Background: an optimization exercise with open tools, aiming at small area. Do not read the settings as production practice.
Function was checked by simulation only, so behaviour that the tests miss may differ from the original.
No activity file was given, so power comes from the tool's default toggle rates.

[constraint.sdc]
create_clock -name core_clock -period 5.0 [get_ports {CLK}]
set_input_delay 1.0000 -clock core_clock [delete_from_list [all_inputs] [get_ports {CLK}]]
set_output_delay 1.0000 -clock core_clock [all_outputs]
set_load 0.01 [all_outputs]
[design.v]
package pipePkg;
	localparam int DATA_W     = 16;
	localparam int REG_IDX_W  = 4;
	localparam int INSTR_W    = 32;
	localparam int IMEM_DEPTH = 64;
	localparam int PC_W       = 8;
	localparam int SUB_AMOUNT = 3;
	localparam int ADD_AMOUNT = 4;
	localparam int OP_MOV  = 31;
	localparam int OP_SUB3 = 30;
	localparam int OP_ADD4 = 29;
	localparam int OP_ADD1 = 28;
	localparam int RA_LSB  = 4;
	localparam int XA_LSB  = 0;
	localparam int APB_ADDR_W = 12;
	typedef logic [DATA_W-1:0]     dataT;
	typedef logic [REG_IDX_W-1:0]  regIdxT;
	typedef logic [INSTR_W-1:0]    instrT;
	typedef logic [PC_W-1:0]       pcT;
	typedef logic [OP_MOV:OP_ADD1] opT;
	typedef logic [APB_ADDR_W-1:0] apbAddrT;
	localparam apbAddrT IMEM_BASE = 12'h000;
	localparam apbAddrT REG_BASE  = 12'h100;
	localparam apbAddrT CTRL_ADDR = 12'h200;
	localparam apbAddrT PC_ADDR   = 12'h204;
endpackage
`timescale 1ns/1ps
import pipePkg::*;
module apbHostPort
(
	input  logic                          CLK,
	input  logic                          RSTB,
	input  logic                          PSEL,
	input  logic                          PENABLE,
	input  logic                          PWRITE,
	input  pipePkg::apbAddrT                       PADDR,
	input  logic [31:0]                   PWDATA,
	input  logic                          runDone,
	input  logic                          busy,
	input  pipePkg::pcT                            pc,
	input  pipePkg::dataT                          rfRdata,
	output logic [31:0]                   PRDATA,
	output logic                          PREADY,
	output logic                          PSLVERR,
	output logic                          run,
	output logic                          imemWe,
	output logic [$clog2(IMEM_DEPTH)-1:0] imemAddr,
	output pipePkg::instrT                         imemWdata,
	output logic                          rfWe,
	output pipePkg::regIdxT                        rfAddr,
	output pipePkg::dataT                          rfWdata
);
	logic        inImem;
	logic        inReg;
	logic        isCtrl;
	logic        isPc;
	logic        accessErr;
	logic        firstAccess;
	logic        wrOk;
	logic [31:0] rdMux;
	assign inImem = pipePkg::apbAddrT'(PADDR - IMEM_BASE) < pipePkg::apbAddrT'(IMEM_DEPTH * 4);
	assign inReg  = pipePkg::apbAddrT'(PADDR - REG_BASE) < pipePkg::apbAddrT'((2 ** REG_IDX_W) * 4);
	assign isCtrl = (PADDR[APB_ADDR_W-1:2] == CTRL_ADDR[APB_ADDR_W-1:2]);
	assign isPc   = (PADDR[APB_ADDR_W-1:2] == PC_ADDR[APB_ADDR_W-1:2]);
	assign accessErr = ~(inImem | inReg | isCtrl | isPc)
		| ((inImem | inReg) & (run | busy))
		| (isPc & PWRITE);
	assign firstAccess = PSEL & PENABLE & ~PREADY;
	assign wrOk = PSEL & PENABLE & PREADY & PWRITE & ~PSLVERR;
	assign imemWe    = wrOk & inImem;
	assign imemAddr  = PADDR[2 +: $clog2(IMEM_DEPTH)];
	assign imemWdata = PWDATA;
	assign rfWe      = wrOk & inReg;
	assign rfAddr    = PADDR[2 +: REG_IDX_W];
	assign rfWdata   = PWDATA[DATA_W-1:0];
	always_comb
	begin
		if (inReg)
			rdMux = 32'(rfRdata);
		else if (isCtrl)
			rdMux = {30'b0, busy, run};
		else if (isPc)
			rdMux = 32'(pc);
		else
			rdMux = '0;
	end
	always_ff @(posedge CLK or negedge RSTB)
	begin
		if (!RSTB)
		begin
			PREADY  <= 1'b0;
			PSLVERR <= 1'b0;
		end
		else
		begin
			PREADY  <= firstAccess;
			PSLVERR <= firstAccess & accessErr;
		end
	end
	always_ff @(posedge CLK)
	begin
		if (firstAccess)
			PRDATA <= rdMux;
	end
	always_ff @(posedge CLK or negedge RSTB)
	begin
		if (!RSTB)
			run <= 1'b0;
		else if (wrOk & isCtrl)
			run <= PWDATA[0];
		else if (runDone)
			run <= 1'b0;
	end
endmodule
`timescale 1ns/1ps
import pipePkg::*;
module instrFetch
(
	input  logic                          CLK,
	input  logic                          RSTB,
	input  logic                          run,
	input  logic                          stall,
	input  logic                          imemWe,
	input  logic [$clog2(IMEM_DEPTH)-1:0] imemAddr,
	input  pipePkg::instrT                         imemWdata,
	output pipePkg::instrT                         idInstr,
	output pipePkg::pcT                            pc,
	output logic                          runDone
);
	pipePkg::instrT                         imem [IMEM_DEPTH];
	logic                          runQ;
	logic                          start;
	logic                          fetch;
	logic [$clog2(IMEM_DEPTH)-1:0] rdIdx;
	assign start = run & ~runQ;
	assign fetch = run & ~start & (pc < pipePkg::pcT'(IMEM_DEPTH));
	assign rdIdx = pc[$clog2(IMEM_DEPTH)-1:0];
	always_ff @(posedge CLK)
	begin
		if (imemWe)
			imem[imemAddr] <= imemWdata;
	end
	always_ff @(posedge CLK or negedge RSTB)
	begin
		if (!RSTB)
		begin
			runQ    <= 1'b0;
			runDone <= 1'b0;
			pc      <= '0;
			idInstr <= '0;
		end
		else
		begin
			runQ    <= run;
			runDone <= fetch & ~stall & (pc == pipePkg::pcT'(IMEM_DEPTH - 1));
			if (start)
				pc <= '0;
			else if (fetch & ~stall)
				pc <= pc + pipePkg::pcT'(1);
			if (!stall)
				idInstr <= fetch ? imem[rdIdx] : '0;
		end
	end
endmodule
`timescale 1ns/1ps
import pipePkg::*;
module decodeRegFile
(
	input  logic   CLK,
	input  logic   RSTB,
	input  pipePkg::instrT  idInstr,
	input  pipePkg::regIdxT ex2Ra,
	input  logic   wbWrite,
	input  pipePkg::regIdxT wbRa,
	input  pipePkg::dataT   wbData,
	input  logic   rfWe,
	input  pipePkg::regIdxT rfAddr,
	input  pipePkg::dataT   rfWdata,
	output logic   stall,
	output pipePkg::dataT   rfRdata,
	output logic   active,
	output pipePkg::opT     ex1Op,
	output pipePkg::regIdxT ex1Ra,
	output pipePkg::dataT   ex1Xd,
	output logic   ex1Xmex1,
	output logic   ex1Xmex2
);
	pipePkg::dataT   regs [2 ** REG_IDX_W];
	pipePkg::opT     idOp;
	pipePkg::regIdxT idRa;
	pipePkg::regIdxT idXa;
	pipePkg::dataT   idXd;
	logic   idXmex1;
	logic   idXmex2;
	assign idOp = idInstr[OP_MOV:OP_ADD1];
	assign idRa = idInstr[RA_LSB +: REG_IDX_W];
	assign idXa = idInstr[XA_LSB +: REG_IDX_W];
	assign idXd = (wbWrite && (wbRa == idXa)) ? wbData : regs[idXa];
	assign rfRdata = regs[rfAddr];
	assign idXmex1 = (idXa == ex1Ra);
	assign idXmex2 = (idXa == ex2Ra);
	assign stall = idXmex1
		& (idOp[OP_SUB3] | idOp[OP_ADD1])
		& (ex1Op[OP_ADD4] | ex1Op[OP_ADD1]);
	assign active = (|idOp) | (|ex1Op);
	always_ff @(posedge CLK)
	begin
		if (wbWrite)
			regs[wbRa] <= wbData;
		else if (rfWe)
			regs[rfAddr] <= rfWdata;
	end
	always_ff @(posedge CLK or negedge RSTB)
	begin
		if (!RSTB)
			ex1Op <= '0;
		else
			ex1Op <= stall ? pipePkg::opT'(0) : idOp;
	end
	always_ff @(posedge CLK)
	begin
		ex1Ra    <= idRa;
		ex1Xd    <= idXd;
		ex1Xmex1 <= idXmex1;
		ex1Xmex2 <= idXmex2;
	end
endmodule
`timescale 1ns/1ps
import pipePkg::*;
module subtractStage
(
	input  logic   CLK,
	input  logic   RSTB,
	input  pipePkg::opT     ex1Op,
	input  pipePkg::regIdxT ex1Ra,
	input  pipePkg::dataT   ex1Xd,
	input  logic   ex1Xmex1,
	input  logic   ex1Xmex2,
	input  logic   wbWrite,
	input  pipePkg::dataT   wbData,
	input  pipePkg::dataT   ex2AdderIn,
	output pipePkg::opT     ex2Op,
	output pipePkg::regIdxT ex2Ra,
	output pipePkg::dataT   ex2Xd,
	output logic   ex2Xmex1
);
	logic prio;
	logic forw1;
	logic skip1;
	pipePkg::dataT prioXd;
	pipePkg::dataT adderIn;
	pipePkg::dataT adderOut;
	assign prio  = ex1Xmex1 & (ex2Op[OP_SUB3] | ex2Op[OP_MOV]);
	assign forw1 = prio | (ex1Xmex2 & wbWrite);
	assign prioXd  = prio ? ex2AdderIn : wbData;
	assign adderIn = forw1 ? prioXd : ex1Xd;
	assign adderOut = adderIn - pipePkg::dataT'(SUB_AMOUNT);
	assign skip1 = ~(ex1Op[OP_SUB3] | ex1Op[OP_ADD1]);
	always_ff @(posedge CLK or negedge RSTB)
	begin
		if (!RSTB)
			ex2Op <= '0;
		else
			ex2Op <= ex1Op;
	end
	always_ff @(posedge CLK)
	begin
		ex2Ra    <= ex1Ra;
		ex2Xd    <= skip1 ? adderIn : adderOut;
		ex2Xmex1 <= ex1Xmex1;
	end
endmodule
`timescale 1ns/1ps
import pipePkg::*;
module addStage
(
	input  logic   CLK,
	input  logic   RSTB,
	input  pipePkg::opT     ex2Op,
	input  pipePkg::regIdxT ex2Ra,
	input  pipePkg::dataT   ex2Xd,
	input  logic   ex2Xmex1,
	output pipePkg::dataT   ex2AdderIn,
	output logic   active,
	output logic   wbWrite,
	output pipePkg::regIdxT wbRa,
	output pipePkg::dataT   wbData
);
	logic forw2;
	logic skip2;
	pipePkg::dataT adderOut;
	pipePkg::dataT wbAdderIn;
	pipePkg::dataT wbAdderOut;
	logic wbSkip2;
	assign forw2 = ex2Xmex1 & (ex2Op[OP_ADD4] | ex2Op[OP_MOV]) & wbWrite;
	assign ex2AdderIn = forw2 ? wbData : ex2Xd;
	assign adderOut   = ex2AdderIn + pipePkg::dataT'(ADD_AMOUNT);
	assign skip2 = ~(ex2Op[OP_ADD4] | ex2Op[OP_ADD1]);
	assign wbData = wbSkip2 ? wbAdderIn : wbAdderOut;
	assign active = (|ex2Op) | wbWrite;
	always_ff @(posedge CLK or negedge RSTB)
	begin
		if (!RSTB)
			wbWrite <= 1'b0;
		else
			wbWrite <= |ex2Op;
	end
	always_ff @(posedge CLK)
	begin
		wbRa       <= ex2Ra;
		wbAdderIn  <= ex2AdderIn;
		wbAdderOut <= adderOut;
		wbSkip2    <= skip2;
	end
endmodule
`timescale 1ns/1ps
import pipePkg::*;
module pipeTop
(
	input  logic        CLK,
	input  logic        RSTB,
	input  logic        PSEL,
	input  logic        PENABLE,
	input  logic        PWRITE,
	input  pipePkg::apbAddrT     PADDR,
	input  logic [31:0] PWDATA,
	output logic [31:0] PRDATA,
	output logic        PREADY,
	output logic        PSLVERR
);
	logic                          run;
	logic                          runDone;
	logic                          busy;
	pipePkg::pcT                            pc;
	logic                          imemWe;
	logic [$clog2(IMEM_DEPTH)-1:0] imemAddr;
	pipePkg::instrT                         imemWdata;
	logic                          rfWe;
	pipePkg::regIdxT                        rfAddr;
	pipePkg::dataT                          rfWdata;
	pipePkg::dataT                          rfRdata;
	logic   stall;
	logic   decActive;
	logic   addActive;
	pipePkg::instrT  idInstr;
	pipePkg::opT     ex1Op;
	pipePkg::regIdxT ex1Ra;
	pipePkg::dataT   ex1Xd;
	logic   ex1Xmex1;
	logic   ex1Xmex2;
	pipePkg::opT     ex2Op;
	pipePkg::regIdxT ex2Ra;
	pipePkg::dataT   ex2Xd;
	logic   ex2Xmex1;
	pipePkg::dataT   ex2AdderIn;
	logic   wbWrite;
	pipePkg::regIdxT wbRa;
	pipePkg::dataT   wbData;
	assign busy = decActive | addActive;
	apbHostPort u_apbHostPort (
		.CLK, .RSTB, .PSEL, .PENABLE, .PWRITE, .PADDR, .PWDATA,
		.runDone, .busy, .pc, .rfRdata,
		.PRDATA, .PREADY, .PSLVERR, .run,
		.imemWe, .imemAddr, .imemWdata, .rfWe, .rfAddr, .rfWdata
	);
	instrFetch u_instrFetch (
		.CLK, .RSTB, .run, .stall, .imemWe, .imemAddr, .imemWdata,
		.idInstr, .pc, .runDone
	);
	decodeRegFile u_decodeRegFile (
		.CLK, .RSTB, .idInstr, .ex2Ra, .wbWrite, .wbRa, .wbData,
		.rfWe, .rfAddr, .rfWdata,
		.stall, .rfRdata, .active(decActive),
		.ex1Op, .ex1Ra, .ex1Xd, .ex1Xmex1, .ex1Xmex2
	);
	subtractStage u_subtractStage (
		.CLK, .RSTB, .ex1Op, .ex1Ra, .ex1Xd, .ex1Xmex1, .ex1Xmex2,
		.wbWrite, .wbData, .ex2AdderIn,
		.ex2Op, .ex2Ra, .ex2Xd, .ex2Xmex1
	);
	addStage u_addStage (
		.CLK, .RSTB, .ex2Op, .ex2Ra, .ex2Xd, .ex2Xmex1,
		.ex2AdderIn, .active(addActive), .wbWrite, .wbRa, .wbData
	);
endmodule
[run.sh]
#!/bin/bash
# synth_recipe.tcl (not shown) runs the flow's synth.tcl, then flattens the netlist and writes it again
# the make line also repeats each setting of config.mk as NAME=value (left out here)
make -C /OpenROAD-flow-scripts/flow DESIGN_CONFIG=/design/flow/config.mk WORK_HOME=/design/flow/orfs CLKGATE_MAP_FILE= SYNTH_SCRIPT=/design/flow/synth_recipe.tcl finish
[config.mk]
export PLATFORM = sky130hd
export DESIGN_NAME = pipeTop
export DESIGN_NICKNAME = pipeTop
export VERILOG_FILES = /design/flow/design.v
export SDC_FILE = /design/flow/constraint.sdc
export NUM_CORES = 4
export LEC_CHECK = 0
export CAP_MARGIN = 20
export CORE_MARGIN = 2
export CORE_UTILIZATION = 40
export SLEW_MARGIN = 20
==> notes.md <==
layout by cell type, fill, tap and decap left out, drive strengths merged, types with 26 or more instances in the layout:
master and instances:
edfxtp 1040, mux4 282, buf 194, mux2i 152, clkbuf 146, nor2 144, dfxtp 95, nand2 83
a21oi 74, clkinv 54, a22oi 44, o21ai 42, clkdlybuf4s50 35, o221ai 35, dfrtp 34, inv 33
mux2 32, xnor2 26
metal layers:
| layer | part of all wire, % | vias to the layer above | GRT usage [%] |
|---|---|---|---|
| met2 | 48 | 1101 | 32.2 |
| met4 | 2.9 | 4 | 6.47 |
| met1 | 42 | 13200 | 27.4 |
| met5 | 0.021 | - | 0 |
| li1 | - | 10700 | - |
| met3 | 7.2 | 199 | 3.16 |
critical path, delay by kind of cell:
family	cells	cell delay (ps)
compound gates	1	860
buf+inv	2	740
simple gates	3	1150
area by class of cell:
cell class                 instances  share of cell area (%)
clock buffer                     146                    5.72
timing repair buffer             229                    3.43
clock inverter                    71                    1.26
sequential                      1169                    62.8
multi-input combinational       1173                    23.1
inverter                          27                   0.187
tap                             1536                    3.55
worst max path at each step:
stage                                                   start                                      to  slack [ps]  depth (start not counted)
after floorplan                                          PSEL    u_decodeRegFile.regs[0][0]$_DFFE_PP_        1570                          6
after global placement                                   PSEL     u_instrFetch.imem[60][29]$_DFFE_PP_         900                          8
after detailed placement                                 PSEL  u_decodeRegFile.regs[15][11]$_DFFE_PP_         770                          6
after CTS                                                PSEL   u_decodeRegFile.regs[2][11]$_DFFE_PP_        1520                          6
after global routing      u_instrFetch.idInstr[0]$_DFFE_PN0N_    u_instrFetch.idInstr[28]$_DFFE_PN0N_        1350                          8
final                                                    PSEL    u_decodeRegFile.regs[0][4]$_DFFE_PP_        1560                          6
kinds of logic after synthesis:
group | count (synthesis)
flip-flops | 1169
adder cells (fa/ha/maj) | 2
other | 1
buffers and inverters | 201
AO/OA/AOI/OAI | 298
XOR/XNOR | 44
AND/OR/NAND/NOR | 347
multiplexers | 466
sequential cells by signal (all words and copies together), names as in the netlist, named ones only:
signal and cells:
u_addStage.wbAdderIn 16, u_addStage.wbAdderOut 14, u_addStage.wbRa 4, u_addStage.wbSkip2 1, u_addStage.wbWrite 1, u_apbHostPort.PRDATA 16
u_apbHostPort.PREADY 1, u_apbHostPort.PSLVERR 1, u_apbHostPort.run 1, u_decodeRegFile.ex1Op 4, u_decodeRegFile.ex1Ra 4, u_decodeRegFile.ex1Xmex1 1
u_decodeRegFile.ex1Xmex2 1, u_decodeRegFile.regs 256, u_instrFetch.idInstr 12, u_instrFetch.imem 768, u_instrFetch.pc 8, u_instrFetch.runDone 1
u_instrFetch.runQ 1, u_subtractStage.ex2Op 4, u_subtractStage.ex2Ra 4, u_subtractStage.ex2Xd 16, u_subtractStage.ex2Xmex1 1
power groups by stage:
stage          clock network [W]  registers, W  logic [W]
2_1_floorplan                  0        0.0108   0.000142
3_5_place_dp                   0        0.0108   0.000367
5_1_grt                  0.00911        0.0106   0.000391
4_1_cts                  0.00874        0.0106   0.000368
3_3_place_gp                   0        0.0108   0.000357
6_report                 0.00858        0.0106   0.000368
metrics by stage:
step | instances | total power (W) | hold slack [ps]
after floorplan | 2543 | 0.0109 | 348
after global placement | 4133 | 0.0112 | 357
after detailed placement | 4133 | 0.0112 | 354
after CTS | 4350 | 0.0197 | 324
after global routing | 4351 | 0.0201 | 328
final | 4351 | 0.0195 | 323
==> results by group <==
Status
  – Status: finished clean

Yosys
  – XOR/XNOR Fraction of Synth Area: 0.816%
  – Main combinational cell family by area after synthesis: multiplexers
  – Number of synthesized flops with an enable pin: 1040
  – Synth Instances: ~2500
  – Post-synth top cells: 1040 x edfxtp_1, 282 x mux4_2, 152 x mux2i_1, 144 x nor2_1, 95 x dfxtp_1
  – Area of the mapped netlist: 47200 sq um
  – Seq cells post-synth: 1169
  – Synth area leaders: edfxtp_1 66%, mux4_2 13%, dfxtp_1 4.0%
  – Mean post-synth cell area: 18.7 sq um
  – Yosys top cell area share: between 60 and 70%
  – Ys async rst share: 2.91%
  – Cell taking the most area after synthesis: edfxtp_1
  – Mux cell area share after synthesis: 17.4%
  – Top FF cell, synth: edfxtp_1
  – Yosys warns: 5
  – Adder-Cell Fraction of Synth Area: 0.0530%
  – Post-synthesis compound-gate area fraction: 4.44%
  – Most frequent cell after synthesis: edfxtp_1
  – Yosys cell types: 68
  – Sequential area share after synthesis: between 70% and 80%
  – Simple-gate portion of the synthesized area: between 3 and 4%

Cells and area
  – Area delta synth->final: 14.6%
  – Nets: 2767
  – Post-route design area: 54100 sq um
  – Area occupied by multi-input gates: between 10000 and 15000 sq um
  – Storage element area: 34000 sq um
  – Fill cells: 9819
  – Ant. Diodes: 0
  – Fin util: 46.0%
  – Layout cell share with drive strength beyond 1: 25.7%

Detailed routing
  – DRC Markers: 0
  – Post-route ant nets: 0
  – Average wire per cell in the routed design: 27.8 um
  – Initial DRC Count: 2569
  – Drt pass-1 iters: 6
  – Routed WL: 121 mm
  – DR vias: ~25000
  – Vias/cell: 5.79

Floorplanning
  – Row Count: 126
  – Boundary pin count: a little over 80
  – DIE WIDTH: between 300 and 400 um
  – Initial Util: about two fifths
  – Die Y: 348 um
  – Core area: 118000 sq um
  – Die ar.: 121000 sq um

Clock network
  – Hold Buf Count CTS: 0
  – Clock transition at the registers of the reported paths: ~60 ps
  – CTS tree: done
  – Max H-tree Level: 3
  – CTS Buf Count: roughly 120
  – Worst-Skew Late Latency: roughly 730 ps
  – Clock Sinks: ~1200
  – Max Root-Sink Buffers: 3
  – Setup Fix Bufs, Post-CTS: 0
  – CTS Root Cell: clkbuf_16
  – # resized after CTS: 0

STA
  – Layout Skew: 63.7 ps
  – Final Hold Viols: 0
  – Worst setup margin: 1560 ps
  – Worst Max-Slew Pin Slew: 1060 ps
  – Rel. slew slack: between 20% and 30%
  – Min cycle time layout: 3440 ps
  – Final-report max-slew violation count: 0
  – Setup_tns: 0 ps
  – Max frequency: 0.291 GHz
  – RSZ-0062 raised after global routing: false
  – Final setup fails: 0
  – Tcrit/Tclk final: around 70%

Setup path
  – Worst Path Arrival: around 3800 ps
  – Most used cell, CP: or3_1
  – Worst R2R Start: u_addStage.wbWrite$_DFF_PN0_
  – Crit path cell chain: clkdlybuf4s50_1, nand2_1, or3_1, or3_1, buf_4, a21oi_1
  – R2r setup slk: 1610 ps
  – Crit. End Element: register
  – R2R cell count: 8
  – CP Max Fanout: 23
  – Slowest-stage cell, CP: a21oi_1
  – CP Launch Type: primary input
  – WS Path Type: in2reg
  – Slowest Stage Delay on Critical Path: 860 ps
  – Crit Reg-Reg Endpoint: u_subtractStage.ex2Xd[14]$_DFF_P_
  – Critical Path RT: 5330 ps

Global routing
  – Largest net degree at the start of global routing: 101
  – Global-route wire length before repair: ~170 mm
  – Initial antenna violation count: 3
  – Total track usage: about a fifth
  – Grt ovf: 0
  – Vias in the first global route: 25400

Place
  – Pre-CTS setup slack: 766 ps
  – Routability Congestion: 0.851
  – Placed instance area: between 50000 and 60000 sq um
  – Buffers on Ports: 52
  – DP HPWL: between 70 and 80 mm

Power and ir drop
  – Sequential Power Share: 54.2%
  – Clock Power Share: 43.9%
  – Internal: 0.0156 W
  – LEAKAGE: roughly 17 nW
  – Switch Pwr: 0.00399 W
  – Sw Share: between 20% and 30%
  – Max VDD drop: 0.283 mV
  – Pwr Density: 361 nW/um^2
  – Logic pwr share: 1.9%

Hold path
  – Hold path depth: 0
  – Min-delay worst type: reg2reg
  – Hold path endpoint: u_addStage.wbRa[3]$_DFF_P_
  – Min-delay src: u_subtractStage.ex2Ra[3]$_DFF_P_

Run
  – Max-cap check violation count: 0

[afterwards: timing with drivers on the ports]
No port has a modelled driver above. Below, the same layout with a new extraction and two added sets of constraints.
Step 1 sets driving cells, clkbuf_16 on the clock port and buf_2 on the other inputs (assumed; they add their load-dependent delay and slew).
Step 2 also shifts input and output timing later by t, the mid clock arrival at the registers, as if the neighbouring blocks saw the same clock.
Three values: no drivers, after step 1, after step 2; two values: the first two.
t (ns): 0.766
slack for setup (ns): 1.562 / 1.605 / 0.841
worst hold slack (ns): 0.323 / 0.323 / 0.323
worst data-port slew with drivers (ns): 0.11
pins driven straight from the clock port: 1
After both steps this run still meets setup and hold. For this run, drivers alone change the setup slack by +0.043 ns; drivers and shift together by -0.721 ns.
